From an optimization exercise on the open Yosys and OpenROAD flow, aimed at small area, a short achievable clock period and few clock cycles per item; shortcuts taken in it are not production practice. The RTL was checked by simulation tests, not by an equivalence proof against the original design. Power and IR drop assume default switching activity.

<file path="flow/flow/run.sh">
#!/bin/bash
set -euo pipefail
cd "$(dirname "$0")/.."
export BUFFER_PORTS_ARGS="-buffer_cell sky130_fd_sc_hd__buf_2"
bash standard.sh > standard_flow.log 2>&1
</file>
<file path="flow/standard.sh">
#!/bin/bash
# synth_recipe.tcl (not shown) runs the flow's synth.tcl, then flattens the netlist and writes it again
# the make line also repeats each setting of config.mk as NAME=value (left out here)
make -C /OpenROAD-flow-scripts/flow DESIGN_CONFIG=/design/flow/config.mk WORK_HOME=/design/flow/orfs CLKGATE_MAP_FILE= SYNTH_SCRIPT=/design/flow/synth_recipe.tcl "${@:-finish}"
</file>
<file path="flow/config.mk">
export PLATFORM = sky130hd
export DESIGN_NAME = mcm_pipe
export DESIGN_NICKNAME = mcm_pipe
export VERILOG_FILES = /design/flow/design.v
export SDC_FILE = /design/flow/constraint.sdc
export NUM_CORES = 4
export LEC_CHECK = 0
export CAP_MARGIN = 20
export CORE_MARGIN = 2
export CORE_UTILIZATION = 40
export SETUP_SLACK_MARGIN = 5
export SLEW_MARGIN = 20
</file>
<file path="flow/constraint.sdc">
create_clock -name core_clock -period 10.0 [get_ports {clk}]
set_input_delay 2.0000 -clock core_clock [delete_from_list [all_inputs] [get_ports {clk}]]
set_output_delay 2.0000 -clock core_clock [all_outputs]
set_load 0.01 [all_outputs]
</file>
<file path="flow/design.v">
package mcm_pkg;
    localparam int unsigned CW = 32;
    function automatic logic [CW-1:0] coef_row(input logic [5:0] idx);
        logic [CW-1:0] c;
        case (idx)
            6'd0: c = 32'b00000000000000000000000001000000;
            6'd1: c = 32'b00000010000010000000000011000001;
            6'd2: c = 32'b00000010000000000000000101000010;
            6'd3: c = 32'b00001100010001000000010001000010;
            6'd4: c = 32'b00010100001010000000010101000010;
            6'd5: c = 32'b00010100001000000010100001000011;
            6'd6: c = 32'b00010100000010000000100001000100;
            6'd7: c = 32'b00010100000001000000100011000100;
            6'd8: c = 32'b00010100000000000000100101000100;
            6'd9: c = 32'b00010010100010010010101001000101;
            6'd10: c = 32'b00010010100000010101000001000110;
            6'd11: c = 32'b00011000010000010011000001000110;
            6'd12: c = 32'b00100000001000011000000100100110;
            6'd13: c = 32'b00100001001000011000010000100101;
            6'd14: c = 32'b00100000000010011000010100100100;
            6'd15: c = 32'b00100001000000011000100010100100;
            6'd16: c = 32'b00100010000000010100000000100100;
            6'd17: c = 32'b00100100010001010010000000100100;
            6'd18: c = 32'b00100100001010010000000100100100;
            6'd19: c = 32'b00101100001000010010010000100100;
            6'd20: c = 32'b00110100000010010000010000100100;
            6'd21: c = 32'b00110001100000100000100000100011;
            6'd22: c = 32'b00110010100000100101000000100010;
            6'd23: c = 32'b00101001010100100101000100100010;
            6'd24: c = 32'b00100000010010101000000000000010;
            6'd25: c = 32'b00100000010001101000000010000010;
            6'd26: c = 32'b00100000010000101000000100000010;
            6'd27: c = 32'b00011001010000101000010000000010;
            6'd28: c = 32'b00010000001010101000010100000010;
            6'd29: c = 32'b00010000001000101000100010000001;
            6'd30: c = 32'b00010000000010100100000000000000;
            6'd31: c = 32'b00001000000001100100000100000000;
            6'd32: c = 32'b00000100000000000000000000110000;
            6'd33: c = 32'b00000100000000000000000000110000;
            6'd34: c = 32'b01111001100000010000000010110001;
            6'd35: c = 32'b01111001100000010000000010110001;
            6'd36: c = 32'b01110010100010010000000100110010;
            6'd37: c = 32'b01110010100010010000000100110010;
            6'd38: c = 32'b01101010100001010010010000110011;
            6'd39: c = 32'b01101010100001010010010000110011;
            6'd40: c = 32'b01100010100000010000010000110100;
            6'd41: c = 32'b01100010100000010000010000110100;
            6'd42: c = 32'b01011001010100010000010010110101;
            6'd43: c = 32'b01011001010100010000010010110101;
            6'd44: c = 32'b01010000010010010000010100110110;
            6'd45: c = 32'b01010000010010010000010100110110;
            6'd46: c = 32'b01001000010001010010100000110111;
            6'd47: c = 32'b01001000010001010010100000110111;
            6'd48: c = 32'b01000000010000010000100000101000;
            6'd49: c = 32'b01000000010000010000100000101000;
            6'd50: c = 32'b10111001010000010000100010101001;
            6'd51: c = 32'b10111001010000010000100010101001;
            6'd52: c = 32'b10110000001010010000100100101010;
            6'd53: c = 32'b10110000001010010000100100101010;
            6'd54: c = 32'b10101000001001010010101000101011;
            6'd55: c = 32'b10101000001001010010101000101011;
            6'd56: c = 32'b10100000001000010101000000101100;
            6'd57: c = 32'b10100000001000010101000000101100;
            6'd58: c = 32'b10011001001000010101000010101101;
            6'd59: c = 32'b10011001001000010101000010101101;
            6'd60: c = 32'b10010000000010010101000100101110;
            6'd61: c = 32'b10010000000010010101000100101110;
            6'd62: c = 32'b10001000000001010011000000101111;
            6'd63: c = 32'b10001000000001010011000000101111;
            default: c = '0;
        endcase
        coef_row = c;
    endfunction
endpackage
module mcm_lane #(
    parameter int unsigned CW = 32
) (
    input  logic [7:0]    x,
    input  logic [CW-1:0] c,
    output logic [63:0]   y
);
    wire n1;
    wire n2;
    wire n3;
    wire n4;
    wire n5;
    wire n6;
    wire n7;
    wire n8;
    wire n9;
    wire n10;
    wire n11;
    wire n12;
    wire n13;
    wire n14;
    wire n15;
    wire n16;
    wire n17;
    wire n18;
    wire n19;
    wire n20;
    wire n21;
    wire n22;
    wire n23;
    wire n24;
    wire n25;
    wire n26;
    wire n27;
    wire n28;
    wire n29;
    wire n30;
    wire n31;
    wire n32;
    wire n33;
    wire n34;
    wire n35;
    wire n36;
    wire n37;
    wire n38;
    wire n39;
    wire n40;
    wire n41;
    wire n42;
    wire n43;
    wire n44;
    wire n45;
    wire n46;
    wire n47;
    wire n48;
    wire n49;
    wire n50;
    wire n51;
    wire n52;
    wire n53;
    wire n54;
    wire n55;
    wire n56;
    wire n57;
    wire n58;
    wire n59;
    wire n60;
    wire n61;
    wire n62;
    wire n63;
    wire n64;
    wire n65;
    wire n69;
    wire n70;
    wire n71;
    wire n72;
    wire n73;
    wire n74;
    wire n75;
    wire n76;
    wire n77;
    wire n78;
    wire n79;
    wire n80;
    wire n81;
    wire n82;
    wire n83;
    wire n84;
    wire n85;
    wire n86;
    wire n87;
    wire n88;
    wire n89;
    wire n90;
    wire n91;
    wire n92;
    wire n93;
    wire n94;
    wire n95;
    wire n96;
    wire n97;
    wire n98;
    wire n99;
    wire n100;
    wire n101;
    wire n102;
    wire n103;
    wire n104;
    wire n105;
    wire n106;
    wire n107;
    wire n108;
    wire n109;
    wire n110;
    wire n111;
    wire n112;
    wire n113;
    wire n114;
    wire n115;
    wire n116;
    wire n117;
    wire n118;
    wire n119;
    wire n120;
    wire n121;
    wire n122;
    wire n123;
    wire n124;
    wire n125;
    wire n126;
    wire n127;
    wire n128;
    wire n129;
    wire n130;
    wire n131;
    wire n132;
    wire n133;
    wire n134;
    wire n135;
    wire n136;
    wire n137;
    wire n138;
    wire n139;
    wire n140;
    wire n141;
    wire n142;
    wire n143;
    wire n144;
    wire n145;
    wire n146;
    wire n147;
    wire n148;
    wire n149;
    wire n150;
    wire n151;
    wire n152;
    wire n153;
    wire n157;
    wire n158;
    wire n159;
    wire n160;
    wire n161;
    wire n162;
    wire n163;
    wire n164;
    wire n165;
    wire n166;
    wire n167;
    wire n168;
    wire n169;
    wire n170;
    wire n171;
    wire n172;
    wire n173;
    wire n174;
    wire n175;
    wire n176;
    wire n177;
    wire n178;
    wire n179;
    wire n180;
    wire n181;
    wire n182;
    wire n183;
    wire n184;
    wire n185;
    wire n186;
    wire n187;
    wire n188;
    wire n189;
    wire n190;
    wire n191;
    wire n192;
    wire n193;
    wire n194;
    wire n195;
    wire n196;
    wire n197;
    wire n198;
    wire n199;
    wire n200;
    wire n201;
    wire n202;
    wire n203;
    wire n204;
    wire n205;
    wire n206;
    wire n207;
    wire n208;
    wire n209;
    wire n210;
    wire n211;
    wire n212;
    wire n213;
    wire n214;
    wire n215;
    wire n216;
    wire n217;
    wire n218;
    wire n219;
    wire n220;
    wire n221;
    wire n222;
    wire n223;
    wire n224;
    wire n225;
    wire n226;
    wire n227;
    wire n228;
    wire n229;
    wire n230;
    wire n231;
    wire n232;
    wire n233;
    wire n234;
    wire n235;
    wire n236;
    wire n237;
    wire n238;
    wire n239;
    wire n240;
    wire n241;
    wire n245;
    wire n246;
    wire n247;
    wire n248;
    wire n249;
    wire n250;
    wire n251;
    wire n252;
    wire n253;
    wire n254;
    wire n255;
    wire n256;
    wire n257;
    wire n258;
    wire n259;
    wire n260;
    wire n261;
    wire n262;
    wire n263;
    wire n264;
    wire n265;
    wire n266;
    wire n267;
    wire n268;
    wire n269;
    wire n270;
    wire n271;
    wire n272;
    wire n273;
    wire n274;
    wire n275;
    wire n276;
    wire n277;
    wire n278;
    wire n279;
    wire n280;
    wire n281;
    wire n282;
    wire n283;
    wire n284;
    wire n285;
    wire n286;
    wire n287;
    wire n288;
    wire n289;
    wire n290;
    wire n291;
    wire n292;
    wire n293;
    wire n294;
    wire n295;
    wire n296;
    wire n297;
    wire n298;
    wire n299;
    wire n300;
    wire n301;
    wire n302;
    wire n303;
    wire n304;
    wire n305;
    wire n306;
    wire n307;
    wire n308;
    wire n309;
    assign n1 = ~((c[0] & x[0]));
    assign n2 = ~((c[0] & x[1]));
    assign n3 = ~((c[0] & x[2]));
    assign n4 = ~((c[0] & x[3]));
    assign n5 = ~((c[0] & x[4]));
    assign n6 = ~((c[0] & x[5]));
    assign n7 = ~((c[0] & x[6]));
    assign n8 = ~((c[0] & x[7]));
    assign n9 = ~((c[1] & x[0]));
    assign n10 = ~((c[1] & x[1]));
    assign n11 = ~((c[1] & x[2]));
    assign n12 = ~((c[1] & x[3]));
    assign n13 = ~((c[1] & x[4]));
    assign n14 = ~((c[1] & x[5]));
    assign n15 = ~((c[1] & x[6]));
    assign n16 = ~((c[1] & x[7]));
    assign n17 = ~((c[2] & x[0]));
    assign n18 = ~((c[2] & x[1]));
    assign n19 = ~((c[2] & x[2]));
    assign n20 = ~((c[2] & x[3]));
    assign n21 = ~((c[2] & x[4]));
    assign n22 = ~((c[2] & x[5]));
    assign n23 = ~((c[2] & x[6]));
    assign n24 = ~((c[2] & x[7]));
    assign n25 = (c[3] & x[0]);
    assign n26 = (c[3] & x[1]) | (c[4] & x[0]);
    assign n27 = (c[3] & x[2]) | (c[4] & x[1]);
    assign n28 = (c[3] & x[3]) | (c[4] & x[2]);
    assign n29 = (c[3] & x[4]) | (c[4] & x[3]);
    assign n30 = (c[3] & x[5]) | (c[4] & x[4]);
    assign n31 = (c[3] & x[6]) | (c[4] & x[5]);
    assign n32 = (c[3] & x[7]) | (c[4] & x[6]);
    assign n33 = (c[4] & x[7]);
    assign n34 = n3 ^ n10;
    assign n35 = n3 & n10;
    assign n36 = n4 ^ n11 ^ n18;
    assign n37 = (n4 & n11) | (n18 & (n4 ^ n11));
    assign n38 = n5 ^ n12 ^ n19;
    assign n39 = (n5 & n12) | (n19 & (n5 ^ n12));
    assign n40 = n6 ^ n13 ^ n20;
    assign n41 = (n6 & n13) | (n20 & (n6 ^ n13));
    assign n42 = n7 ^ n14 ^ n21;
    assign n43 = (n7 & n14) | (n21 & (n7 ^ n14));
    assign n44 = n8 ^ n15 ^ n22;
    assign n45 = (n8 & n15) | (n22 & (n8 ^ n15));
    assign n46 = n16 ^ n23 ^ n30;
    assign n47 = (n16 & n23) | (n30 & (n16 ^ n23));
    assign n48 = n2 ^ n9;
    assign n49 = n2 & n9;
    assign n50 = n34 ^ n17 ^ 1'b1;
    assign n51 = (n34 & n17) | (1'b1 & (n34 ^ n17));
    assign n52 = n35 ^ n36 ^ n25;
    assign n53 = (n35 & n36) | (n25 & (n35 ^ n36));
    assign n54 = n37 ^ n38 ^ n26;
    assign n55 = (n37 & n38) | (n26 & (n37 ^ n38));
    assign n56 = n39 ^ n40 ^ n27;
    assign n57 = (n39 & n40) | (n27 & (n39 ^ n40));
    assign n58 = n41 ^ n42 ^ n28;
    assign n59 = (n41 & n42) | (n28 & (n41 ^ n42));
    assign n60 = n43 ^ n44 ^ n29;
    assign n61 = (n43 & n44) | (n29 & (n43 ^ n44));
    assign n62 = n45 ^ n46 ^ 1'b1;
    assign n63 = (n45 & n46) | (1'b1 & (n45 ^ n46));
    assign n64 = n47 ^ n24 ^ n31;
    assign n65 = (n47 & n24) | (n31 & (n47 ^ n24));
    wire [12:0] n66 = {1'b1, n33, n65, n63, n61, n59, n57, n55, n53, n51, n49, n48, n1};
    wire [12:0] n67 = {1'b0, 1'b1, n32, n64, n62, n60, n58, n56, n54, n52, n50, 1'b1, 1'b0};
    wire [12:0] n68 = ~((~n66) - n67 - 13'd1);
    assign y[15:0] = {{3{n68[12]}}, n68};
    assign n69 = (c[5] & x[0]);
    assign n70 = (c[5] & x[1]) | (c[6] & x[0]);
    assign n71 = (c[5] & x[2]) | (c[6] & x[1]);
    assign n72 = (c[5] & x[3]) | (c[6] & x[2]);
    assign n73 = (c[5] & x[4]) | (c[6] & x[3]);
    assign n74 = (c[5] & x[5]) | (c[6] & x[4]);
    assign n75 = (c[5] & x[6]) | (c[6] & x[5]);
    assign n76 = (c[5] & x[7]) | (c[6] & x[6]);
    assign n77 = (c[6] & x[7]);
    assign n78 = ~((c[7] & x[0]));
    assign n79 = ~((c[7] & x[1]) | (c[8] & x[0]));
    assign n80 = ~((c[7] & x[2]) | (c[8] & x[1]) | (c[9] & x[0]));
    assign n81 = ~((c[7] & x[3]) | (c[8] & x[2]) | (c[9] & x[1]));
    assign n82 = ~((c[7] & x[4]) | (c[8] & x[3]) | (c[9] & x[2]));
    assign n83 = ~((c[7] & x[5]) | (c[8] & x[4]) | (c[9] & x[3]));
    assign n84 = ~((c[7] & x[6]) | (c[8] & x[5]) | (c[9] & x[4]));
    assign n85 = ~((c[7] & x[7]) | (c[8] & x[6]) | (c[9] & x[5]));
    assign n86 = ~((c[8] & x[7]) | (c[9] & x[6]));
    assign n87 = ~((c[9] & x[7]));
    assign n88 = ~((c[10] & x[0]));
    assign n89 = ~((c[10] & x[1]) | (c[11] & x[0]));
    assign n90 = ~((c[10] & x[2]) | (c[11] & x[1]) | (c[12] & x[0]));
    assign n91 = ~((c[10] & x[3]) | (c[11] & x[2]) | (c[12] & x[1]));
    assign n92 = ~((c[10] & x[4]) | (c[11] & x[3]) | (c[12] & x[2]));
    assign n93 = ~((c[10] & x[5]) | (c[11] & x[4]) | (c[12] & x[3]));
    assign n94 = ~((c[10] & x[6]) | (c[11] & x[5]) | (c[12] & x[4]));
    assign n95 = ~((c[10] & x[7]) | (c[11] & x[6]) | (c[12] & x[5]));
    assign n96 = ~((c[11] & x[7]) | (c[12] & x[6]));
    assign n97 = ~((c[12] & x[7]));
    assign n98 = (c[13] & x[0]);
    assign n99 = (c[13] & x[1]);
    assign n100 = (c[13] & x[2]) | (c[14] & x[0]);
    assign n101 = (c[13] & x[3]) | (c[14] & x[1]);
    assign n102 = (c[13] & x[4]) | (c[14] & x[2]) | (c[15] & x[0]);
    assign n103 = (c[13] & x[5]) | (c[14] & x[3]) | (c[15] & x[1]);
    assign n104 = (c[13] & x[6]) | (c[14] & x[4]) | (c[15] & x[2]);
    assign n105 = (c[13] & x[7]) | (c[14] & x[5]) | (c[15] & x[3]);
    assign n106 = (c[14] & x[6]) | (c[15] & x[4]);
    assign n107 = (c[14] & x[7]) | (c[15] & x[5]);
    assign n108 = (c[15] & x[6]);
    assign n109 = (c[15] & x[7]);
    assign n110 = n80 ^ n88;
    assign n111 = n80 & n88;
    assign n112 = n81 ^ n89;
    assign n113 = n81 & n89;
    assign n114 = n82 ^ n90;
    assign n115 = n82 & n90;
    assign n116 = n69 ^ n83 ^ n91;
    assign n117 = (n69 & n83) | (n91 & (n69 ^ n83));
    assign n118 = n70 ^ n84 ^ n92;
    assign n119 = (n70 & n84) | (n92 & (n70 ^ n84));
    assign n120 = n71 ^ n85 ^ n93;
    assign n121 = (n71 & n85) | (n93 & (n71 ^ n85));
    assign n122 = n72 ^ n86 ^ n94;
    assign n123 = (n72 & n86) | (n94 & (n72 ^ n86));
    assign n124 = n73 ^ n87 ^ n95;
    assign n125 = (n73 & n87) | (n95 & (n73 ^ n87));
    assign n126 = n74 ^ n96 ^ n108;
    assign n127 = (n74 & n96) | (n108 & (n74 ^ n96));
    assign n128 = n75 ^ n97 ^ n109;
    assign n129 = (n75 & n97) | (n109 & (n75 ^ n97));
    assign n130 = n110 ^ n100;
    assign n131 = n110 & n100;
    assign n132 = n111 ^ n112 ^ n101;
    assign n133 = (n111 & n112) | (n101 & (n111 ^ n112));
    assign n134 = n113 ^ n114 ^ n102;
    assign n135 = (n113 & n114) | (n102 & (n113 ^ n114));
    assign n136 = n115 ^ n116 ^ n103;
    assign n137 = (n115 & n116) | (n103 & (n115 ^ n116));
    assign n138 = n117 ^ n118 ^ n104;
    assign n139 = (n117 & n118) | (n104 & (n117 ^ n118));
    assign n140 = n119 ^ n120 ^ n105;
    assign n141 = (n119 & n120) | (n105 & (n119 ^ n120));
    assign n142 = n121 ^ n122 ^ n106;
    assign n143 = (n121 & n122) | (n106 & (n121 ^ n122));
    assign n144 = n123 ^ n124 ^ n107;
    assign n145 = (n123 & n124) | (n107 & (n123 ^ n124));
    assign n146 = n125 ^ n126 ^ 1'b1;
    assign n147 = (n125 & n126) | (1'b1 & (n125 ^ n126));
    assign n148 = n127 ^ n128 ^ 1'b1;
    assign n149 = (n127 & n128) | (1'b1 & (n127 ^ n128));
    assign n150 = n129 ^ n76;
    assign n151 = n129 & n76;
    assign n152 = n77 ^ 1'b1;
    assign n153 = n77 & 1'b1;
    wire [13:0] n154 = {n151, n149, n147, n145, n143, n141, n139, n137, n135, n133, n131, n130, n79, n78};
    wire [13:0] n155 = {n152, n150, n148, n146, n144, n142, n140, n138, n136, n134, n132, 1'b1, n99, n98};
    wire [13:0] n156 = ~((~n154) - n155 - 14'd1);
    assign y[31:16] = {2'd0, n156};
    assign n157 = (c[16] & x[0]);
    assign n158 = (c[16] & x[1]) | (c[17] & x[0]);
    assign n159 = (c[16] & x[2]) | (c[17] & x[1]);
    assign n160 = (c[16] & x[3]) | (c[17] & x[2]);
    assign n161 = (c[16] & x[4]) | (c[17] & x[3]);
    assign n162 = (c[16] & x[5]) | (c[17] & x[4]);
    assign n163 = (c[16] & x[6]) | (c[17] & x[5]);
    assign n164 = (c[16] & x[7]) | (c[17] & x[6]);
    assign n165 = (c[17] & x[7]);
    assign n166 = ~((c[18] & x[0]));
    assign n167 = ~((c[18] & x[1]) | (c[19] & x[0]));
    assign n168 = ~((c[18] & x[2]) | (c[19] & x[1]) | (c[20] & x[0]));
    assign n169 = ~((c[18] & x[3]) | (c[19] & x[2]) | (c[20] & x[1]));
    assign n170 = ~((c[18] & x[4]) | (c[19] & x[3]) | (c[20] & x[2]));
    assign n171 = ~((c[18] & x[5]) | (c[19] & x[4]) | (c[20] & x[3]));
    assign n172 = ~((c[18] & x[6]) | (c[19] & x[5]) | (c[20] & x[4]));
    assign n173 = ~((c[18] & x[7]) | (c[19] & x[6]) | (c[20] & x[5]));
    assign n174 = ~((c[19] & x[7]) | (c[20] & x[6]));
    assign n175 = ~((c[20] & x[7]));
    assign n176 = ~((c[21] & x[0]));
    assign n177 = ~((c[21] & x[1]) | (c[22] & x[0]));
    assign n178 = ~((c[21] & x[2]) | (c[22] & x[1]) | (c[23] & x[0]));
    assign n179 = ~((c[21] & x[3]) | (c[22] & x[2]) | (c[23] & x[1]));
    assign n180 = ~((c[21] & x[4]) | (c[22] & x[3]) | (c[23] & x[2]));
    assign n181 = ~((c[21] & x[5]) | (c[22] & x[4]) | (c[23] & x[3]));
    assign n182 = ~((c[21] & x[6]) | (c[22] & x[5]) | (c[23] & x[4]));
    assign n183 = ~((c[21] & x[7]) | (c[22] & x[6]) | (c[23] & x[5]));
    assign n184 = ~((c[22] & x[7]) | (c[23] & x[6]));
    assign n185 = ~((c[23] & x[7]));
    assign n186 = (c[24] & x[0]);
    assign n187 = (c[24] & x[1]);
    assign n188 = (c[24] & x[2]) | (c[25] & x[0]);
    assign n189 = (c[24] & x[3]) | (c[25] & x[1]);
    assign n190 = (c[24] & x[4]) | (c[25] & x[2]) | (c[26] & x[0]);
    assign n191 = (c[24] & x[5]) | (c[25] & x[3]) | (c[26] & x[1]);
    assign n192 = (c[24] & x[6]) | (c[25] & x[4]) | (c[26] & x[2]);
    assign n193 = (c[24] & x[7]) | (c[25] & x[5]) | (c[26] & x[3]);
    assign n194 = (c[25] & x[6]) | (c[26] & x[4]);
    assign n195 = (c[25] & x[7]) | (c[26] & x[5]);
    assign n196 = (c[26] & x[6]);
    assign n197 = (c[26] & x[7]);
    assign n198 = n168 ^ n176;
    assign n199 = n168 & n176;
    assign n200 = n169 ^ n177;
    assign n201 = n169 & n177;
    assign n202 = n170 ^ n178;
    assign n203 = n170 & n178;
    assign n204 = n157 ^ n171 ^ n179;
    assign n205 = (n157 & n171) | (n179 & (n157 ^ n171));
    assign n206 = n158 ^ n172 ^ n180;
    assign n207 = (n158 & n172) | (n180 & (n158 ^ n172));
    assign n208 = n159 ^ n173 ^ n181;
    assign n209 = (n159 & n173) | (n181 & (n159 ^ n173));
    assign n210 = n160 ^ n174 ^ n182;
    assign n211 = (n160 & n174) | (n182 & (n160 ^ n174));
    assign n212 = n161 ^ n175 ^ n183;
    assign n213 = (n161 & n175) | (n183 & (n161 ^ n175));
    assign n214 = n162 ^ n184 ^ n196;
    assign n215 = (n162 & n184) | (n196 & (n162 ^ n184));
    assign n216 = n163 ^ n185 ^ n197;
    assign n217 = (n163 & n185) | (n197 & (n163 ^ n185));
    assign n218 = n198 ^ n188;
    assign n219 = n198 & n188;
    assign n220 = n199 ^ n200 ^ n189;
    assign n221 = (n199 & n200) | (n189 & (n199 ^ n200));
    assign n222 = n201 ^ n202 ^ n190;
    assign n223 = (n201 & n202) | (n190 & (n201 ^ n202));
    assign n224 = n203 ^ n204 ^ n191;
    assign n225 = (n203 & n204) | (n191 & (n203 ^ n204));
    assign n226 = n205 ^ n206 ^ n192;
    assign n227 = (n205 & n206) | (n192 & (n205 ^ n206));
    assign n228 = n207 ^ n208 ^ n193;
    assign n229 = (n207 & n208) | (n193 & (n207 ^ n208));
    assign n230 = n209 ^ n210 ^ n194;
    assign n231 = (n209 & n210) | (n194 & (n209 ^ n210));
    assign n232 = n211 ^ n212 ^ n195;
    assign n233 = (n211 & n212) | (n195 & (n211 ^ n212));
    assign n234 = n213 ^ n214 ^ 1'b1;
    assign n235 = (n213 & n214) | (1'b1 & (n213 ^ n214));
    assign n236 = n215 ^ n216 ^ 1'b1;
    assign n237 = (n215 & n216) | (1'b1 & (n215 ^ n216));
    assign n238 = n217 ^ n164;
    assign n239 = n217 & n164;
    assign n240 = n165 ^ 1'b1;
    assign n241 = n165 & 1'b1;
    wire [13:0] n242 = {n239, n237, n235, n233, n231, n229, n227, n225, n223, n221, n219, n218, n167, n166};
    wire [13:0] n243 = {n240, n238, n236, n234, n232, n230, n228, n226, n224, n222, n220, 1'b1, n187, n186};
    wire [13:0] n244 = ~((~n242) - n243 - 14'd1);
    assign y[47:32] = {2'd0, n244};
    assign n245 = ~((c[27] & x[0]));
    assign n246 = ~((c[27] & x[1]));
    assign n247 = ~((c[27] & x[2]));
    assign n248 = ~((c[27] & x[3]));
    assign n249 = ~((c[27] & x[4]));
    assign n250 = ~((c[27] & x[5]));
    assign n251 = ~((c[27] & x[6]));
    assign n252 = ~((c[27] & x[7]));
    assign n253 = ~((c[28] & x[0]));
    assign n254 = ~((c[28] & x[1]));
    assign n255 = ~((c[28] & x[2]));
    assign n256 = ~((c[28] & x[3]));
    assign n257 = ~((c[28] & x[4]));
    assign n258 = ~((c[28] & x[5]));
    assign n259 = ~((c[28] & x[6]));
    assign n260 = ~((c[28] & x[7]));
    assign n261 = ~((c[29] & x[0]));
    assign n262 = ~((c[29] & x[1]));
    assign n263 = ~((c[29] & x[2]));
    assign n264 = ~((c[29] & x[3]));
    assign n265 = ~((c[29] & x[4]));
    assign n266 = ~((c[29] & x[5]));
    assign n267 = ~((c[29] & x[6]));
    assign n268 = ~((c[29] & x[7]));
    assign n269 = (c[30] & x[0]);
    assign n270 = (c[30] & x[1]) | (c[31] & x[0]);
    assign n271 = (c[30] & x[2]) | (c[31] & x[1]);
    assign n272 = (c[30] & x[3]) | (c[31] & x[2]);
    assign n273 = (c[30] & x[4]) | (c[31] & x[3]);
    assign n274 = (c[30] & x[5]) | (c[31] & x[4]);
    assign n275 = (c[30] & x[6]) | (c[31] & x[5]);
    assign n276 = (c[30] & x[7]) | (c[31] & x[6]);
    assign n277 = (c[31] & x[7]);
    assign n278 = n247 ^ n254;
    assign n279 = n247 & n254;
    assign n280 = n248 ^ n255 ^ n262;
    assign n281 = (n248 & n255) | (n262 & (n248 ^ n255));
    assign n282 = n249 ^ n256 ^ n263;
    assign n283 = (n249 & n256) | (n263 & (n249 ^ n256));
    assign n284 = n250 ^ n257 ^ n264;
    assign n285 = (n250 & n257) | (n264 & (n250 ^ n257));
    assign n286 = n251 ^ n258 ^ n265;
    assign n287 = (n251 & n258) | (n265 & (n251 ^ n258));
    assign n288 = n252 ^ n259 ^ n266;
    assign n289 = (n252 & n259) | (n266 & (n252 ^ n259));
    assign n290 = n260 ^ n267 ^ n274;
    assign n291 = (n260 & n267) | (n274 & (n260 ^ n267));
    assign n292 = n246 ^ n253;
    assign n293 = n246 & n253;
    assign n294 = n278 ^ n261 ^ 1'b1;
    assign n295 = (n278 & n261) | (1'b1 & (n278 ^ n261));
    assign n296 = n279 ^ n280 ^ n269;
    assign n297 = (n279 & n280) | (n269 & (n279 ^ n280));
    assign n298 = n281 ^ n282 ^ n270;
    assign n299 = (n281 & n282) | (n270 & (n281 ^ n282));
    assign n300 = n283 ^ n284 ^ n271;
    assign n301 = (n283 & n284) | (n271 & (n283 ^ n284));
    assign n302 = n285 ^ n286 ^ n272;
    assign n303 = (n285 & n286) | (n272 & (n285 ^ n286));
    assign n304 = n287 ^ n288 ^ n273;
    assign n305 = (n287 & n288) | (n273 & (n287 ^ n288));
    assign n306 = n289 ^ n290 ^ 1'b1;
    assign n307 = (n289 & n290) | (1'b1 & (n289 ^ n290));
    assign n308 = n291 ^ n268 ^ n275;
    assign n309 = (n291 & n268) | (n275 & (n291 ^ n268));
    wire [12:0] n310 = {1'b1, n277, n309, n307, n305, n303, n301, n299, n297, n295, n293, n292, n245};
    wire [12:0] n311 = {1'b0, 1'b1, n276, n308, n306, n304, n302, n300, n298, n296, n294, 1'b1, 1'b0};
    wire [12:0] n312 = ~((~n310) - n311 - 13'd1);
    assign y[63:48] = {{3{n312[12]}}, n312};
endmodule
import mcm_pkg::*;
module mcm_pipe (
    input  logic         clk,
    input  logic         rst,
    input  logic         in_valid,
    output logic         in_ready,
    input  logic [31:0]  in_x,
    input  logic [4:0]   in_frac,
    input  logic         in_mode,
    output logic         out_valid,
    input  logic         out_ready,
    output logic [255:0] out_y
);
    localparam int unsigned NB = 54;
    logic                    s1_valid;
    logic                    s2_valid;
    logic                    s2_load;
    logic [31:0]             x_q;
    logic [mcm_pkg::CW-1:0]  c_q;
    logic [63:0]             y_c [4];
    logic [NB-1:0]           r_q [4];
    assign s2_load   = !s2_valid || out_ready;
    assign in_ready  = !s1_valid || s2_load;
    assign out_valid = s2_valid;
    always_ff @(posedge clk) begin
        if (rst) begin
            s1_valid <= 1'b0;
            s2_valid <= 1'b0;
        end else begin
            if (in_ready) s1_valid <= in_valid;
            if (s2_load)  s2_valid <= s1_valid;
        end
    end
    always_ff @(posedge clk) begin
        if (in_ready) begin
            x_q <= in_x;
            c_q <= mcm_pkg::coef_row({in_mode, in_frac});
        end
    end
    for (genvar ch = 0; ch < 4; ch++) begin : g_lane
        mcm_lane #(.CW(mcm_pkg::CW)) u_lane (.x(x_q[ch*8 +: 8]), .c(c_q), .y(y_c[ch]));
        always_ff @(posedge clk) begin
            if (s2_load) r_q[ch] <= {y_c[ch][60:48], y_c[ch][45:32], y_c[ch][29:16], y_c[ch][12:0]};
        end
        assign out_y[ch*64 +: 64] = {{{3{r_q[ch][53]}}, r_q[ch][53:41]}, {2'd0, r_q[ch][40:27]}, {2'd0, r_q[ch][26:13]}, {{3{r_q[ch][12]}}, r_q[ch][12:0]}};
    end
endmodule
</file>
==> impl_metrics.ini, run 1 <==
[status]
outcome = finished clean

[clocking]
cts.path.max_buffers = 3
clkSinkCount = 282
htree_levels = 2
cts_root_buf = clkbuf_16
numCtsBuffers = 37
clock_latency_ns = 0.58
cts-resized-gates = 0
cts_tree = built
cts_setup_buffers = 0
clk_pin_slew_ns = 0.06
cts_hold_buf = 0

[setup_path]
critPathMaxFanout = 4
critPathLaunchType = input pin
reg2reg_to = r_q[3][26]$_DFFE_PP_
worstPathArrival_ns = 2.53
cp_data_required_time_ns = 8.00
reg2reg_from = c_q[7]$_DFFE_PP_
r2r_slack_ns = 5.79
crit_type = input pin to primary output
rr_worst_depth = 11
end_kind = primary output

[hold_path]
min-delay-start = s1_valid$_SDFFE_PP0P_
min_path_cells = 2
whs_endpoint = s2_valid$_SDFFE_PP0P_
min_path_type = flip-flop to flip-flop

[sta]
setup-violations-final = 0
worst_pin_slew_ns = 0.9915
hold_slack_ns = 0.5333
clock_skew_ns = 0.02238
fin_ws_ns = 5.471
fmax_mhz = 220.8
rsz0062_at_grt = false
slew_headroom = 0.3390
period_needed_ns = 4.529
final-hold-violation-count = 0
fin_crit_sh = 0.4529
fin_tns_setup_ns = 0
maxSlewViolCount = 0

[detailed_routing]
vias = 23530
first_pass_iters = 13
postRouteAntennaNets = 0
drtIter0Drc = 2431
drc_errors = 0
wirelength_mm = 76.44
wl_per_cell_um = 18.33
drt-vias-per-instance = 5.642

[global_routing]
grt_usage = 0.2008
antenna_found_initial = 5
grt_pass1_wl_mm = 123.2
grt_pass1_vias = 23150
grt_max_degree = 67
grt_overflow_total = 0

[floorplanning]
die_h_um = 275.0
num_rows = 99
core_um2 = 72830
dieArea_um2 = 75600
ios = 300
die_w_um = 275.0
start_util = 0.4032

[synthesis]
ys.flop_type = edfxtp_1
seq_area_frac_synth = 0.2877
yosysWarnings = 4
async_reset_ff_frac = 0
synth-seq-cells = 282
synth_edf_count = 280
avgSynthCellArea_um2 = 9.692
synth_area_um2 = 29370
synth_cell_types = 83
syn_inst = 3030

[layout]
fin_util = 0.4494
drive_gt1_frac = 0.1349
nNetsFinal = 3727
layout-area-overhead-vs-synth_pct = 11.47
final_cells = 4171

[power]
p_comb_frac = 0.580
power.density_nw_per_um2 = 261.2
p_seq_frac = 0.256
leakagePower_uw = 0.01480
internal_power_uw = 4944
sw_frac_of_total = 0.4218
power_frac_clock = 0.164
p_switching_uw = 3607
ir_drop_mv = 0.1844

[placement]
place_hpwl_mm = 53.32
portBuffers = 283
dp_slack_ns = 5.448
dp_cells = 4104
place_congestion = 0.8556

[run]
drv_cap = 0
## routing by layer
layer	vias to the layer above	GRT usage	wire length [um]
met2	776	0.3280	35250
met5	-	0	37
met1	11520	0.2798	34390
met3	90	0.03125	5289
met4	6	0.04737	1477
li1	11140	-	-
## metrics by stage
step | instance area (um2) | power (uW)
2_1_floorplan | 29430 | 5845
3_3_place_gp | 31480 | 7169
3_5_place_dp | 31480 | 7180
4_1_cts | 32730 | 8658
5_1_grt | 32730 | 9360
6_report | 32730 | 8551
## synthesized netlist by cell type (11+ instances only)
| library cell | instances | share of area |
|---|---|---|
| a211o_1 | 11 | 0.0033 |
| a211oi_1 | 17 | 0.0043 |
| a21o_1 | 46 | 0.012 |
| a21oi_1 | 137 | 0.023 |
| a222oi_1 | 128 | 0.044 |
| a22o_1 | 130 | 0.039 |
| a22oi_1 | 52 | 0.013 |
| a31oi_1 | 24 | 0.0051 |
| and2_1 | 82 | 0.017 |
| and3_1 | 23 | 0.0049 |
| buf_4 | 40 | 0.010 |
| clkbuf_1 | 204 | 0.026 |
| edfxtp_1 | 280 | 0.29 |
| fa_1 | 216 | 0.15 |
| ha_1 | 285 | 0.12 |
| inv_1 | 355 | 0.045 |
| nand2_1 | 324 | 0.041 |
| nand2b_1 | 26 | 0.0055 |
| nand3_1 | 23 | 0.0039 |
| nor2_1 | 106 | 0.014 |
| nor2b_1 | 17 | 0.0036 |
| nor3_1 | 43 | 0.0073 |
| o211ai_1 | 12 | 0.0031 |
| o21a_1 | 25 | 0.0064 |
| o21ai_0 | 74 | 0.013 |
| o21ai_1 | 17 | 0.0029 |
| or3_1 | 15 | 0.0032 |
| xnor2_1 | 58 | 0.017 |
| xor2_1 | 92 | 0.027 |
## area by class of cell
| cell class | instances | area (um2) |
|---|---|---|
| repair buffers | 351 | 1927 |
| multi-input cells | 2155 | 18560 |
| clock inverters | 26 | 319.1 |
| diodes | 2 | 5.005 |
| well taps | 959 | 1200 |
| flip-flops and latches | 282 | 8448 |
| clock buffers | 39 | 933.4 |
| fillers | 7075 | 40100 |
| inverters | 357 | 1344 |
## worst max-delay path by stage
stage | start | to | slack (ns) | cells past startpoint
2_1_floorplan | out_ready | r_q[0][0]$_DFFE_PP_ | 4.25 | 2
3_3_place_gp | out_ready | in_ready | 5.46 | 4
5_1_grt | out_ready | in_ready | 5.42 | 4
4_1_cts | out_ready | in_ready | 5.45 | 4
6_report | out_ready | in_ready | 5.47 | 4
3_5_place_dp | out_ready | in_ready | 5.45 | 4
## flip-flops by register name, indices dropped and copies added, names as in the netlist
name,cells
r_q,216
c_q,32
x_q,32
s1_valid,1
s2_valid,1
## layout by cell type, fill, tap and decap left out, types with 68 or more instances in the layout
master / Yosys / final
a222oi_1: 128 / 128
nand2_1: 324 / 323
ha_1: 285 / 285
buf_4: 40 / 68
xor2_1: 92 / 92
fa_1: 216 / 216
a22o_1: 130 / 130
nor2_1: 106 / 106
a21oi_1: 137 / 137
buf_2: 0 / 283
edfxtp_1: 280 / 280
o21ai_0: 74 / 74
inv_1: 355 / 354
and2_1: 82 / 82
## power groups by stage
| stage | Clock, uW | Sequential, uW | Combinational, uW |
|---|---|---|---|
| after floorplan | 0 | 2390 | 3460 |
| after global placement | 0 | 2220 | 4950 |
| after detailed placement | 0 | 2220 | 4960 |
| after CTS | 1460 | 2200 | 5000 |
| after global routing | 1490 | 2230 | 5640 |
| final | 1400 | 2190 | 4960 |
## logic make-up after synthesis
family	synth area share
AO/OA/AOI/OAI	0.1946
AND/OR/NAND/NOR	0.1174
buffers and inverters	0.08283
adder cells (fa/ha/maj)	0.2687
flip-flops	0.2877
XOR/XNOR	0.04474
multiplexers	0.003877
other	0.0001277
## worst max-delay path: stages
cell     delay, ns
buf_2         0.11
nor2b_4       0.19
nand2_4       0.08
buf_2         0.14
Testbench counts, summed over its fixed seeds: cycles 9,616, items 9,600.
==> inputs of run 2 (changes only) <==
--- a/flow/design.v
+++ b/flow/design.v
@@ -710,29 +710,50 @@
     output logic [255:0] out_y
 );
     localparam int unsigned NB = 54;
+    logic                    sk_valid;
+    logic [31:0]             sk_x;
+    logic [5:0]              sk_idx;
     logic                    s1_valid;
     logic                    s2_valid;
+    logic                    s1_load;
     logic                    s2_load;
+    logic [31:0]             src_x;
+    logic [5:0]              src_idx;
     logic [31:0]             x_q;
     logic [mcm_pkg::CW-1:0]  c_q;
     logic [63:0]             y_c [4];
     logic [NB-1:0]           r_q [4];
+    assign in_ready  = !sk_valid;
     assign s2_load   = !s2_valid || out_ready;
-    assign in_ready  = !s1_valid || s2_load;
+    assign s1_load   = !s1_valid || s2_load;
     assign out_valid = s2_valid;
+    assign src_x     = sk_valid ? sk_x   : in_x;
+    assign src_idx   = sk_valid ? sk_idx : {in_mode, in_frac};
     always_ff @(posedge clk) begin
         if (rst) begin
+            sk_valid <= 1'b0;
             s1_valid <= 1'b0;
             s2_valid <= 1'b0;
         end else begin
-            if (in_ready) s1_valid <= in_valid;
-            if (s2_load)  s2_valid <= s1_valid;
+            if (sk_valid) begin
+                if (s1_load) sk_valid <= 1'b0;
+            end else begin
+                if (!s1_load) sk_valid <= in_valid;
+            end
+            if (s1_load) s1_valid <= sk_valid || in_valid;
+            if (s2_load) s2_valid <= s1_valid;
         end
     end
     always_ff @(posedge clk) begin
-        if (in_ready) begin
-            x_q <= in_x;
-            c_q <= mcm_pkg::coef_row({in_mode, in_frac});
+        if (!sk_valid) begin
+            sk_x   <= in_x;
+            sk_idx <= {in_mode, in_frac};
+        end
+    end
+    always_ff @(posedge clk) begin
+        if (s1_load) begin
+            x_q <= src_x;
+            c_q <= mcm_pkg::coef_row(src_idx);
         end
     end
     for (genvar ch = 0; ch < 4; ch++) begin : g_lane
==> impl_metrics.ini, run 2 <==
[sta]
final-hold-violation-count = 0
slew_headroom = 0.3512
fmax_mhz = 238.2
clock_skew_ns = 0.02056
worst_pin_slew_ns = 0.9732
fin_tns_setup_ns = 0
setup-violations-final = 0
period_needed_ns = 4.198
rsz0062_at_grt = false
maxSlewViolCount = 0
fin_crit_sh = 0.4198

[global_routing]
use_met3 = 0.03548
grt_pass1_wl_mm = 127.8
antenna_found_initial = 2
grt_pass1_vias = 22630
grt_max_degree = 76
grt_usage = 0.2046
use_met2 = 0.3176
grt_use_met1 = 0.2943
grt_overflow_total = 0
grt.busiest_layer = met2

[setup_path]
cp_slowest_cell = edfxtp_1
crit_top_cell = fa_1
slowest_delay_ns = 0.67
path_cells = buf_4 -> a222oi_1 -> fa_1 -> inv_1 -> fa_1 -> ha_1 -> a21o_1 -> a221oi_1 -> o21ai_1 -> nor3_1 -> o21bai_1 -> xnor2_1
critPathLaunchType = flip-flop
cp_num_buf_inv = 2
worstPathArrival_ns = 4.52
critical-path-top-delay-family = adder cells
critPathMaxFanout = 17
cp_data_required_time_ns = 10.33
end_kind = flip-flop
reg2reg_from = c_q[23]$_DFFE_PN_
crit_type = flip-flop to flip-flop
crit_start = c_q[23]$_DFFE_PN_

[power]
p_switching_uw = 3802
power.density_nw_per_um2 = 265.9
sw_frac_of_total = 0.4248
ir_drop_mv = 0.1237
internal_power_uw = 5149
p_seq_frac = 0.269
power_frac_clock = 0.156
leakagePower_uw = 0.01499
total_power_uw = 8951
p_comb_frac = 0.575

[synthesis]
avgSynthCellArea_um2 = 9.902
syn_inst = 3058
seq_area_frac_synth = 0.3048
async_reset_ff_frac = 0
synth-seq-cells = 321
synth_cell_types = 90
synth.top_cell.area_share = 0.2777
ys_top_cells_by_count = inv_1 (342), nand2_1 (317), ha_1 (285)
yosysMostFrequentCell = inv_1
yosysWarnings = 4
synth_area_um2 = 30280
ys.flop_type = edfxtp_1
synth.area.top_cells = edfxtp_1 (28%), fa_1 (14%), ha_1 (12%), inv_1 (4.2%), a222oi_1 (4.2%)
synth_edf_count = 280
synth_top_area_cell = edfxtp_1

[placement]
portBuffers = 283
dp_cells = 4137
place_congestion = 0.8944
place_hpwl_mm = 57.59

[layout]
layout_common_cells = inv_1 (341), nand2_1 (316), ha_1 (285), buf_2 (283), edfxtp_1 (280)
nNetsFinal = 3755
largest_reg_flops = 216
final_cells = 4212
drive_gt1_frac = 0.1533
regMostFlops = r_q
layout-area-overhead-vs-synth_pct = 11.16
final_common_cell = inv_1
antenna-diode-count = 0

[clocking]
cts.path.max_buffers = 3
numCtsBuffers = 39
cts_hold_buf = 0
cts_tree = built
clkSinkCount = 321
clk_pin_slew_ns = 0.06
cts_setup_buffers = 0
cts-resized-gates = 0
clock_latency_ns = 0.58
cts_root_buf = clkbuf_16
htree_levels = 2

[detailed_routing]
drtIter0Drc = 2615
drt-vias-per-instance = 5.668
wl_per_cell_um = 19.24
drc_errors = 0
first_pass_iters = 19
postRouteAntennaNets = 0
vias = 23870
wirelength_mm = 81.03

[floorplanning]
ios = 300
num_rows = 100
core_um2 = 74700
die_h_um = 279.1
start_util = 0.4054
die_w_um = 279.1
dieArea_um2 = 77920

[run]
drv_cap = 0

[hold_path]
min-delay-start = sk_x[3]$_DFF_P_
min_path_type = flip-flop to flip-flop

[status]
outcome = finished clean
## run 2: worst register-to-register path: stages, from the launching register on
cell	delay (ns)
edfxtp_1	0.67
buf_4	0.34
a222oi_1	0.45
fa_1	0.47
inv_1	0.09
fa_1	0.43
ha_1	0.37
a21o_1	0.20
a221oi_1	0.28
o21ai_1	0.19
nor3_1	0.23
o21bai_1	0.11
xnor2_1	0.13
## run 2: routing by layer
metal / up-vias / routed length (um)
met5: - / 18
met2: 892 / 36110
met4: 4 / 1912
li1: 11210 / -
met3: 112 / 6382
met1: 11660 / 36610
## run 2: power by group through the flow
stage / Sequential [uW] / Combinational [uW] / Clock, uW
3_3_place_gp: 2460 / 5130 / 0
6_report: 2410 / 5150 / 1400
3_5_place_dp: 2450 / 5160 / 0
5_1_grt: 2460 / 5800 / 1490
4_1_cts: 2430 / 5190 / 1440
2_1_floorplan: 2580 / 3540 / 0
## run 2: cells by family (layout without fill, tap and decap cells)
kind of cell,count (synthesis),after routing,share of synthesized area
flops,321,321,0.3048
other cells,1,16,0.0001238
simple gates,659,659,0.1010
mux,42,42,0.01620
compound gates,776,776,0.1916
xor+xnor,157,157,0.04541
buf+inv,601,771,0.08029
fa+ha+maj,501,501,0.2606
## run 2: final cells by class
class | count | area [um2]
fill | 7217 | 41040
multi-input combinational | 2151 | 18690
sequential | 321 | 9230
timing repair buffer | 353 | 1968
inverter | 346 | 1303
tap | 969 | 1212
clock buffer | 50 | 1059
clock inverter | 22 | 196.4
## run 2: path summary, 6_finish.rpt
check	endpoint	depth (start not counted)	slack (ns)
min reg2reg	sk_x[3]$_DFF_P_	1	0.47
max reg2reg	r_q[2][40]$_DFFE_PP_	12	5.80
min	sk_x[3]$_DFF_P_	1	0.47
max	r_q[2][40]$_DFFE_PP_	12	5.80
## run 2: through the flow
stage | utilization | instance area (um2) | setup WS, ns | hold slack, ns
after global routing | 0.4506 | 33660 | 5.562 | 0.4889
after global placement | 0.4331 | 32350 | 5.531 | 0.4545
after floorplan | - | 30350 | 4.262 | 0.4402
final | 0.4506 | 33660 | 5.802 | 0.4715
after CTS | 0.4501 | 33620 | 5.607 | 0.4742
after detailed placement | 0.4333 | 32360 | 5.475 | 0.4609
Testbench counts of run 2, summed over its fixed seeds: cycles 9,616, items 9,600.
==> inputs of run 3 (changes only) <==
==> flow/flow/run.sh (replaced) <==
#!/bin/bash
set -euo pipefail
cd "$(dirname "$0")/.."
export BUFFER_PORTS_ARGS="-buffer_cell sky130_fd_sc_hd__buf_2"
export SETUP_SLACK_MARGIN=5.8
bash standard.sh > standard_flow.log 2>&1
--- a/flow/config.mk
+++ b/flow/config.mk
@@ -8,5 +8,4 @@
 export CAP_MARGIN = 20
 export CORE_MARGIN = 2
 export CORE_UTILIZATION = 40
-export SETUP_SLACK_MARGIN = 5
 export SLEW_MARGIN = 20
==> impl_metrics.ini, run 3 <==
[synthesis]
yosysWarnings = 4
ys_top_cells_by_count = inv_1 (342), nand2_1 (317), ha_1 (285)
synth.top_cell.area_share = 0.2777
yosysMostFrequentCell = inv_1
synth_area_um2 = 30280
avgSynthCellArea_um2 = 9.902
synth.area.top_cells = edfxtp_1 (28%), fa_1 (14%), ha_1 (12%), inv_1 (4.2%), a222oi_1 (4.2%)
synth_top_area_cell = edfxtp_1
async_reset_ff_frac = 0
seq_area_frac_synth = 0.3048
synth-seq-cells = 321
synth_edf_count = 280
synth_cell_types = 90
ys.flop_type = edfxtp_1
syn_inst = 3058

[layout]
antenna-diode-count = 0
largest_reg_flops = 216
drive_gt1_frac = 0.1628
nNetsFinal = 3792
regMostFlops = r_q
layout_common_cells = inv_1 (341), nand2_1 (316), ha_1 (285), buf_2 (283), edfxtp_1 (280)
final_common_cell = inv_1
finalInstanceArea_um2 = 33980
layout-area-overhead-vs-synth_pct = 12.20

[sta]
rsz0062_at_grt = false
final-hold-violation-count = 0
fin_crit_sh = 0.3971
period_needed_ns = 3.971
fin_tns_setup_ns = 0
fin_ws_ns = 6.029
fmax_mhz = 251.9
clock_skew_ns = 0.01835
slew_headroom = 0.3427
maxSlewViolCount = 0
setup-violations-final = 0
worst_pin_slew_ns = 0.9860

[setup_path]
critical-path-top-delay-family = compound AO/OA/AOI/OAI gates
path_cells = buf_4 -> a222oi_1 -> fa_1 -> inv_1 -> fa_1 -> ha_1 -> a21o_1 -> a31oi_1 -> o21ai_0 -> a41o_1 -> a21oi_1 -> xnor2_1
worstPathArrival_ns = 4.30
crit_type = flip-flop to flip-flop
cp_slowest_cell = fa_1
slowest_delay_ns = 0.51
crit_top_cell = fa_1
critPathLaunchType = flip-flop
end_kind = flip-flop
rr_worst_depth = 12
cp_num_buf_inv = 2
reg2reg_to = r_q[1][40]$_DFFE_PP_
r2r_slack_ns = 6.03
cp_data_required_time_ns = 10.33
reg2reg_from = c_q[23]$_DFFE_PN_
critPathMaxFanout = 16

[detailed_routing]
drc_errors = 0
wirelength_mm = 82.01
wl_per_cell_um = 19.30
first_pass_iters = 14
vias = 24090
drtIter0Drc = 2757
postRouteAntennaNets = 0
drt-vias-per-instance = 5.668

[global_routing]
grt_pass1_wl_mm = 128.4
grt_max_degree = 76
grt_overflow_total = 0
grt_pass1_vias = 22680
use_met2 = 0.3198
grt.busiest_layer = met2
grt_use_met1 = 0.2953
antenna_found_initial = 2
use_met3 = 0.03615
grt_usage = 0.2059

[hold_path]
whs_endpoint = sk_x[3]$_DFF_P_
min-delay-start = sk_x[3]$_DFF_P_
min_path_cells = 1
min_path_type = flip-flop to flip-flop

[power]
total_power_uw = 8982
ir_drop_mv = 0.1236
power.density_nw_per_um2 = 264.4
leakagePower_uw = 0.01519

[floorplanning]
start_util = 0.4054
die_h_um = 279.1
dieArea_um2 = 77920
num_rows = 100
ios = 300
die_w_um = 279.1
core_um2 = 74700

[placement]
place_area_um2 = 32360
place_congestion = 0.8944
place_hpwl_mm = 57.59
portBuffers = 283
dp_slack_ns = 5.475

[clocking]
clock_latency_ns = 0.58
clk_pin_slew_ns = 0.06
clkSinkCount = 321
cts_tree = built
cts.path.max_buffers = 3
cts_root_buf = clkbuf_16
cts-resized-gates = 0
htree_levels = 2
numCtsBuffers = 39

[run]
drv_cap = 0

[status]
outcome = finished clean
-- run 3: cell counts after synthesis --
Identical to the previous run, type by type.
-- run 3: worst max-delay path by stage --
stage                            from                    to  depth (start not counted)
floorplan                   out_ready   r_q[0][0]$_DFFE_PP_                          2
global placement            out_ready  r_q[0][10]$_DFFE_PP_                          5
detailed placement          out_ready  r_q[0][10]$_DFFE_PP_                          5
CTS                 c_q[12]$_DFFE_PN_  r_q[1][26]$_DFFE_PP_                         12
global route        c_q[20]$_DFFE_PN_  r_q[1][40]$_DFFE_PP_                         12
finish              c_q[23]$_DFFE_PN_  r_q[1][40]$_DFFE_PP_                         12
-- run 3: cell families (layout without fill, tap and decap cells) --
family,after synthesis,in the layout,synth area share
AOI/OAI and AO/OA,776,776,0.1916
other,1,16,0.0001238
buffers and inverters,601,808,0.08029
xor gates and xnor gates,157,157,0.04541
muxes,42,42,0.01620
and+or+nand+nor,659,659,0.1010
adders and majority gates,501,501,0.2606
DFF,321,321,0.3048
-- run 3: repair_timing --
item | 4_1_cts | 5_1_grt
setup endpoints to repair | 11 | 18
hold buffers | 0 | 0
setup buffers | 4 | 36
gates cloned | 0 | 0
-- run 3: where the power goes --
part	leakage [uW]	switching, uW	internal [uW]
registers	0.00335	191	2190
logic	0.0112	3030	2170
clock network	0.000608	592	808
total	0.0152	3810	5170
-- run 3: final cells by class --
class / instances / area (um2)
clock buffers: 50 / 1059
clock inverters: 22 / 196.4
fillers: 7194 / 40720
inverters: 346 / 1303
multi-input cells: 2151 / 18690
flip-flops and latches: 321 / 9230
well taps: 969 / 1212
repair buffers: 390 / 2283
-- run 3: worst register-to-register path: stages, from the launching register on --
cell,delay (ns)
edfxtp_1,0.44
buf_4,0.23
a222oi_1,0.50
fa_1,0.51
inv_1,0.09
fa_1,0.42
ha_1,0.38
a21o_1,0.25
a31oi_1,0.31
o21ai_0,0.14
a41o_1,0.22
a21oi_1,0.17
xnor2_1,0.08
-- run 3: routing by layer --
layer  wire [um]  vias to the layer above
li1            -                    11290
met1       36770                    11730
met2       36630                      948
met3        6706                      109
met4        1889                        4
met5          18                        -
-- run 3: through the flow --
step | hold WS (ns) | cells | utilization
6_report | 0.4715 | 4249 | 0.4548
5_1_grt | 0.4889 | 4249 | 0.4548
4_1_cts | 0.4742 | 4213 | 0.4507
3_5_place_dp | 0.4609 | 4137 | 0.4333
3_3_place_gp | 0.4545 | 4136 | 0.4331
2_1_floorplan | 0.4402 | 3073 | -
==> inputs of run 4 (changes only) <==
==> flow/flow/run.sh (replaced) <==
#!/bin/bash
set -euo pipefail
cd "$(dirname "$0")/.."
export BUFFER_PORTS_ARGS="-buffer_cell sky130_fd_sc_hd__buf_2"
bash standard.sh > standard_flow.log 2>&1
--- a/flow/config.mk
+++ b/flow/config.mk
@@ -8,4 +8,6 @@
 export CAP_MARGIN = 20
 export CORE_MARGIN = 2
 export CORE_UTILIZATION = 40
+export CTS_BUF_LIST = sky130_fd_sc_hd__clkbuf_4 sky130_fd_sc_hd__clkbuf_8
+export SETUP_SLACK_MARGIN = 5
 export SLEW_MARGIN = 20
==> impl_metrics.ini, run 4 <==
[status]
outcome = finished clean

[synthesis]
synth_area_um2 = 30280
synth_mux_area_frac = 0.01620
synth-seq-cells = 321
synth_xor_area_frac = 0.04541
async_reset_ff_frac = 0
seq_area_frac_synth = 0.3048
synth.top_cell.area_share = 0.2777
synth_top_family_by_area = adder cells
synth_top_area_cell = edfxtp_1
ys_top_cells_by_count = inv_1 (342), nand2_1 (317), ha_1 (285)
synth_compound_area_frac = 0.1916
yosysMostFrequentCell = inv_1
synth_fa_ha_area_frac = 0.2606
synth_cell_types = 90
syn_inst = 3058
avgSynthCellArea_um2 = 9.902
yosys.area_share.simple = 0.1010
synth_edf_count = 280
synth.area.top_cells = edfxtp_1 (28%), fa_1 (14%), ha_1 (12%), inv_1 (4.2%), a222oi_1 (4.2%)
ys.flop_type = edfxtp_1
yosysWarnings = 4

[global_routing]
grt_max_degree = 76
grt_pass1_wl_mm = 127.8
grt_overflow_total = 0
antenna_found_initial = 4
grt_pass1_vias = 22860
grt_usage = 0.2050

[floorplanning]
ios = 300
die_h_um = 279.1
dieArea_um2 = 77920
die_w_um = 279.1
num_rows = 100
start_util = 0.4054
core_um2 = 74700

[sta]
fmax_mhz = 237.1
slew_headroom = 0.3392
maxSlewViolCount = 0
setup-violations-final = 0
fin_crit_sh = 0.4217
period_needed_ns = 4.217
worst_pin_slew_ns = 0.9911
rsz0062_at_grt = false
final-hold-violation-count = 0
fin_tns_setup_ns = 0
clock_skew_ns = 0.02252

[layout]
largest_reg_flops = 216
layout-area-overhead-vs-synth_pct = 11.59
layout_common_cells = inv_1 (341), nand2_1 (316), ha_1 (285), buf_2 (283), edfxtp_1 (280)
drive_gt1_frac = 0.1658
nNetsFinal = 3774
regMostFlops = r_q
final_common_cell = inv_1

[clocking]
cts.path.max_buffers = 3
cts-resized-gates = 0
cts_setup_buffers = 0
clk_pin_slew_ns = 0.06
clkSinkCount = 321
numCtsBuffers = 58
htree_levels = 2
cts_tree = built
clock_latency_ns = 0.70
cts_hold_buf = 0
cts_root_buf = clkbuf_8

[power]
leakagePower_uw = 0.01510
total_power_uw = 9034
power.density_nw_per_um2 = 267.4
ir_drop_mv = 0.1201

[placement]
place_hpwl_mm = 57.59
place_congestion = 0.8944
portBuffers = 283

[run]
drv_cap = 0

[setup_path]
crit_start = c_q[23]$_DFFE_PN_
end_kind = flip-flop
reg2reg_to = r_q[2][40]$_DFFE_PP_
worstPathArrival_ns = 4.65
rr_worst_depth = 12
r2r_slack_ns = 5.78
reg2reg_from = c_q[23]$_DFFE_PN_
critPathMaxFanout = 17
cp-endpoint = r_q[2][40]$_DFFE_PP_
critPathLaunchType = flip-flop
crit_type = flip-flop to flip-flop
cp_data_required_time_ns = 10.44

[detailed_routing]
vias = 23970
drc_errors = 0
postRouteAntennaNets = 0
first_pass_iters = 10
drtIter0Drc = 2484
wirelength_mm = 81.59
drt-vias-per-instance = 5.636
wl_per_cell_um = 19.19

[hold_path]
min_path_type = flip-flop to flip-flop
[run 4: cell count changes in the layout (fill, tap and decap cells not counted), moves of 3 or more]
cell,before,now
clkbuf_4,0,17
clkbuf_16,40,0
clkinv_2,6,10
clkbuf_8,2,63
buf_12,3,0
bufinv_16,2,8
clkbuf_1,8,0
buf_4,100,66
[run 4: metrics by stage]
stage / setup WS, ns / cells / hold WS [ns] / cell area, um2 / utilization
floorplan: 4.262 / 3073 / 0.4402 / 30350 / -
global placement: 5.531 / 4136 / 0.4545 / 32350 / 0.4331
detailed placement: 5.475 / 4137 / 0.4609 / 32360 / 0.4333
CTS: 5.612 / 4247 / 0.4749 / 33740 / 0.4517
global route: 5.542 / 4251 / 0.4871 / 33790 / 0.4523
finish: 5.783 / 4252 / 0.4718 / 33790 / 0.4523
[run 4: how the worst min path moves through the flow]
stage / slack [ns] / cells after the start / to / from
after floorplan: 0.44 / 2 / s2_valid$_SDFFE_PP0P_ / s1_valid$_SDFFE_PP0N_
after global placement: 0.45 / 1 / sk_x[10]$_DFF_P_ / sk_x[10]$_DFF_P_
after detailed placement: 0.46 / 1 / sk_x[7]$_DFF_P_ / sk_x[7]$_DFF_P_
after CTS: 0.47 / 1 / sk_x[27]$_DFF_P_ / sk_x[27]$_DFF_P_
after global routing: 0.49 / 1 / sk_x[10]$_DFF_P_ / sk_x[10]$_DFF_P_
final: 0.47 / 1 / sk_x[3]$_DFF_P_ / sk_x[3]$_DFF_P_
[run 4: cell type report]
cell class                      instances  area [um2]
Multi-Input combinational cell       2151       18690
Sequential cell                       321        9230
Tap cell                              969        1212
Inverter                              346        1303
Timing Repair Buffer                  353        1972
Fill cell                            7224       40910
Antenna cell                            2       5.005
Clock inverter                         30       380.4
Clock buffer                           80       994.7
[run 4: power by group]
group          internal (uW)  total, uW  switching (uW)
combinational           2150       5150            3000
clock                    862       1470             612
sequential              2190       2410             217
total                   5200       9030            3830
[run 4: worst max-delay path, cell delays in order (launching register included)]
cell and delay [ns]:
edfxtp_1 0.67, buf_4 0.34, a222oi_1 0.45, fa_1 0.47, inv_1 0.09, fa_1 0.43, ha_1 0.37, a21o_1 0.20
a221oi_1 0.28, o21ai_1 0.19, nor3_1 0.23, o21bai_1 0.11, xnor2_1 0.14
[run 4: logic make-up after synthesis]
logic type	count (synthesis)
xor+xnor	157
flops	321
other cells	1
compound gates	776
mux	42
fa+ha+maj	501
buf+inv	601
simple gates	659
[run 4: per-layer routing]
metal  wire [um]  global-route usage  vias up
li1            -                   -    11270
met1       35990              0.2895    11660
met2       36410              0.3157      923
met3        7105             0.04309      118
met4        2061             0.05969        4
met5          18                   0        -
==> inputs of run 5 (changes only) <==
==> flow/flow/run.sh (replaced) <==
#!/bin/bash
set -euo pipefail
cd "$(dirname "$0")/.."
export BUFFER_PORTS_ARGS="-buffer_cell sky130_fd_sc_hd__buf_1"
export SETUP_SLACK_MARGIN=6.3
bash standard.sh > standard_flow.log 2>&1
--- a/flow/config.mk
+++ b/flow/config.mk
@@ -8,6 +8,4 @@
 export CAP_MARGIN = 20
 export CORE_MARGIN = 2
 export CORE_UTILIZATION = 40
-export CTS_BUF_LIST = sky130_fd_sc_hd__clkbuf_4 sky130_fd_sc_hd__clkbuf_8
-export SETUP_SLACK_MARGIN = 5
 export SLEW_MARGIN = 20
==> impl_metrics.ini, run 5 <==
[sta]
period_needed_ns = 3.780
setup-violations-final = 0
final-hold-violation-count = 0
clock_skew_ns = 0.01818
fin_ws_ns = 6.220
worst_pin_slew_ns = 1.068
fmax_mhz = 264.5
fin_crit_sh = 0.3780
hold_slack_ns = 0.4710
fin_tns_setup_ns = 0
maxSlewViolCount = 0
slew_headroom = 0.2877
rsz0062_at_grt = true

[synthesis]
async_reset_ff_frac = 0
yosysMostFrequentCell = inv_1
ys.flop_type = edfxtp_1
synth.area.top_cells = edfxtp_1 (28%), fa_1 (14%), ha_1 (12%), inv_1 (4.2%), a222oi_1 (4.2%)
ys_top_cells_by_count = inv_1 (342), nand2_1 (317), ha_1 (285)
synth_edf_count = 280
yosysWarnings = 4
synth-seq-cells = 321
synth.top_cell.area_share = 0.2777
synth_top_area_cell = edfxtp_1
syn_inst = 3058
synth_cell_types = 90
avgSynthCellArea_um2 = 9.902
synth_area_um2 = 30280
seq_area_frac_synth = 0.3048

[global_routing]
grt_pass1_wl_mm = 129.3
grt_max_degree = 76
grt_pass1_vias = 23080
grt_overflow_total = 0
grt_usage = 0.2070
antenna_found_initial = 1

[clocking]
cts_root_buf = clkbuf_16
cts.path.max_buffers = 3
numCtsBuffers = 38
clkSinkCount = 321
cts_tree = built
clk_pin_slew_ns = 0.06
clock_latency_ns = 0.57
htree_levels = 2
cts_hold_buf = 0

[setup_path]
cp_slowest_cell = fa_1
path_cells = buf_8 -> buf_4 -> a222oi_1 -> fa_1 -> inv_1 -> fa_1 -> ha_4 -> nand2_1 -> o32ai_4 -> a221oi_4 -> buf_4 -> o21bai_1 -> a21oi_1 -> xor2_1
cp_num_buf_inv = 4
end_kind = flip-flop
critPathMaxFanout = 7
critical-path-top-delay-family = adder cells
critPathLaunchType = flip-flop
cp_data_required_time_ns = 10.31
reg2reg_to = r_q[1][24]$_DFFE_PP_
crit_type = flip-flop to flip-flop
worstPathArrival_ns = 4.09
r2r_slack_ns = 6.22
slowest_delay_ns = 0.48
rr_worst_depth = 14
reg2reg_from = c_q[11]$_DFFE_PN_

[layout]
regMostFlops = r_q
layout-area-overhead-vs-synth_pct = 16.19
largest_reg_flops = 216
fill_cells = 6993
drive_gt1_frac = 0.1255
nNetsFinal = 3843
layout_common_cells = inv_1 (335), nand2_1 (311), buf_1 (283), edfxtp_1 (280), ha_1 (245)
antenna-diode-count = 0
final_common_cell = inv_1

[floorplanning]
start_util = 0.4054
die_w_um = 279.1
core_um2 = 74700
ios = 300
die_h_um = 279.1
num_rows = 100
dieArea_um2 = 77920

[power]
ir_drop_mv = 0.1115
power.density_nw_per_um2 = 274.5
total_power_uw = 9657
leakagePower_uw = 0.01481

[detailed_routing]
drt-vias-per-instance = 5.687
vias = 24450
postRouteAntennaNets = 0
drc_errors = 0
wirelength_mm = 83.77
wl_per_cell_um = 19.49
drtIter0Drc = 2996
first_pass_iters = 17

[placement]
place_hpwl_mm = 57.81
dp_slack_ns = 5.563
portBuffers = 283
place_congestion = 0.9066

[hold_path]
min-delay-start = sk_x[7]$_DFF_P_
min_path_type = flip-flop to flip-flop
whs_endpoint = sk_x[7]$_DFF_P_
min_path_cells = 1

[run]
drv_cap = 0

[status]
outcome = finished clean
run 5: cell counts after synthesis:
No cell type changed its count.
run 5: metal layers:
metal,GRT usage,vias to the layer above,part of all wire
met4,0.06755,0,0.028
met2,0.3127,1005,0.44
met3,0.04226,120,0.085
met5,0,-,0
li1,-,11410,-
met1,0.2954,11920,0.44
run 5: final cells by class:
type | instances | area (um2) | share of cell area
multi-input cells | 2152 | 19520 | 0.5547
flip-flops and latches | 321 | 9230 | 0.2623
repair buffers | 441 | 2614 | 0.07429
inverters | 346 | 1303 | 0.03702
well taps | 969 | 1212 | 0.03446
clock buffers | 45 | 1061 | 0.03016
clock inverters | 25 | 247.7 | 0.007041
run 5: metrics by stage:
stage               instances  area, um2  utilization
floorplan                3073      30350            -
global placement         4135      31990       0.4282
detailed placement       4137      32040       0.4289
CTS                      4267      34080       0.4563
global route             4299      35180       0.4710
finish                   4299      35180       0.4710
run 5: report_power, final:
| part | internal, uW | switching (uW) | total, uW | leakage, uW |
|---|---|---|---|---|
| logic | 2480 | 3350 | 5830 | 0.0108 |
| registers | 2190 | 181 | 2370 | 0.00335 |
| clock network | 867 | 586 | 1450 | 0.000645 |
run 5: worst reg2reg max path: stages, from the launching register on:
cell,delay [ns]
edfxtp_1,0.47
buf_8,0.19
buf_4,0.16
a222oi_1,0.39
fa_1,0.48
inv_1,0.08
fa_1,0.46
ha_4,0.31
nand2_1,0.08
o32ai_4,0.28
a221oi_4,0.11
buf_4,0.16
o21bai_1,0.11
a21oi_1,0.09
xor2_1,0.15
run 5: cells by family after synthesis:
logic type,Yosys count,share of synthesized area
DFF,321,0.3048
buffers and inverters,601,0.08029
adders and majority gates,501,0.2606
AOI/OAI and AO/OA,776,0.1916
xor gates and xnor gates,157,0.04541
muxes,42,0.01620
other,1,0.0001238
and+or+nand+nor,659,0.1010
run 5: timing repair:
item / CTS / global route
gates resized for setup: 41 / 171
setup endpoints to repair: 145 / 78
pin swaps: 24 / 133
cloned: 0 / 4
buffers inserted: 60 / 28
run 5: worst max path at each step:
stage / endpoint / start / slack, ns / cells past startpoint
3_3_place_gp: r_q[2][25]$_DFFE_PP_ / out_ready / 5.57 / 5
6_report: r_q[1][24]$_DFFE_PP_ / c_q[11]$_DFFE_PN_ / 6.22 / 14
5_1_grt: r_q[0][26]$_DFFE_PP_ / c_q[11]$_DFFE_PN_ / 6.02 / 12
2_1_floorplan: r_q[0][0]$_DFFE_PP_ / out_ready / 4.26 / 2
3_5_place_dp: r_q[2][26]$_DFFE_PP_ / out_ready / 5.56 / 5
4_1_cts: r_q[0][26]$_DFFE_PP_ / x_q[4]$_DFFE_PN_ / 6.16 / 12

what the ideal ports hide:
In the flow no input, the clock included, has a driving cell. The finished layouts below were timed again as built, in two steps.
Step 1, drivers: a clkbuf_16 drives clk and a buf_2 each remaining input, both assumed.
Step 2 moves the port delays by t, midway between the first and last clock arrival at a register: inputs arrive t later, outputs are due t later. That takes back most of the time a late clock gives input paths.
Three values: ideal ports, drivers, drivers and shift; two values: the first two.
| run | shift t [ns] | slack for setup (ns) | worst setup path at the end |
|---|---|---|---|
| run 1 | 0.625 | 5.471 / 5.450 / 5.450 | input to output |
| run 2 | 0.633 | 5.802 / 5.802 / 5.499 | input to register |
| run 3 | 0.638 | 6.029 / 6.027 / 5.489 | input to register |
| run 4 | 0.752 | 5.783 / 5.783 / 5.496 | input to register |
| run 5 | 0.629 | 6.220 / 6.220 / 5.854 | input to register |
After both steps every run listed still meets setup and hold. For run 3, which loses most, drivers alone change the setup slack by -0.002 ns; drivers and shift together by -0.540 ns.
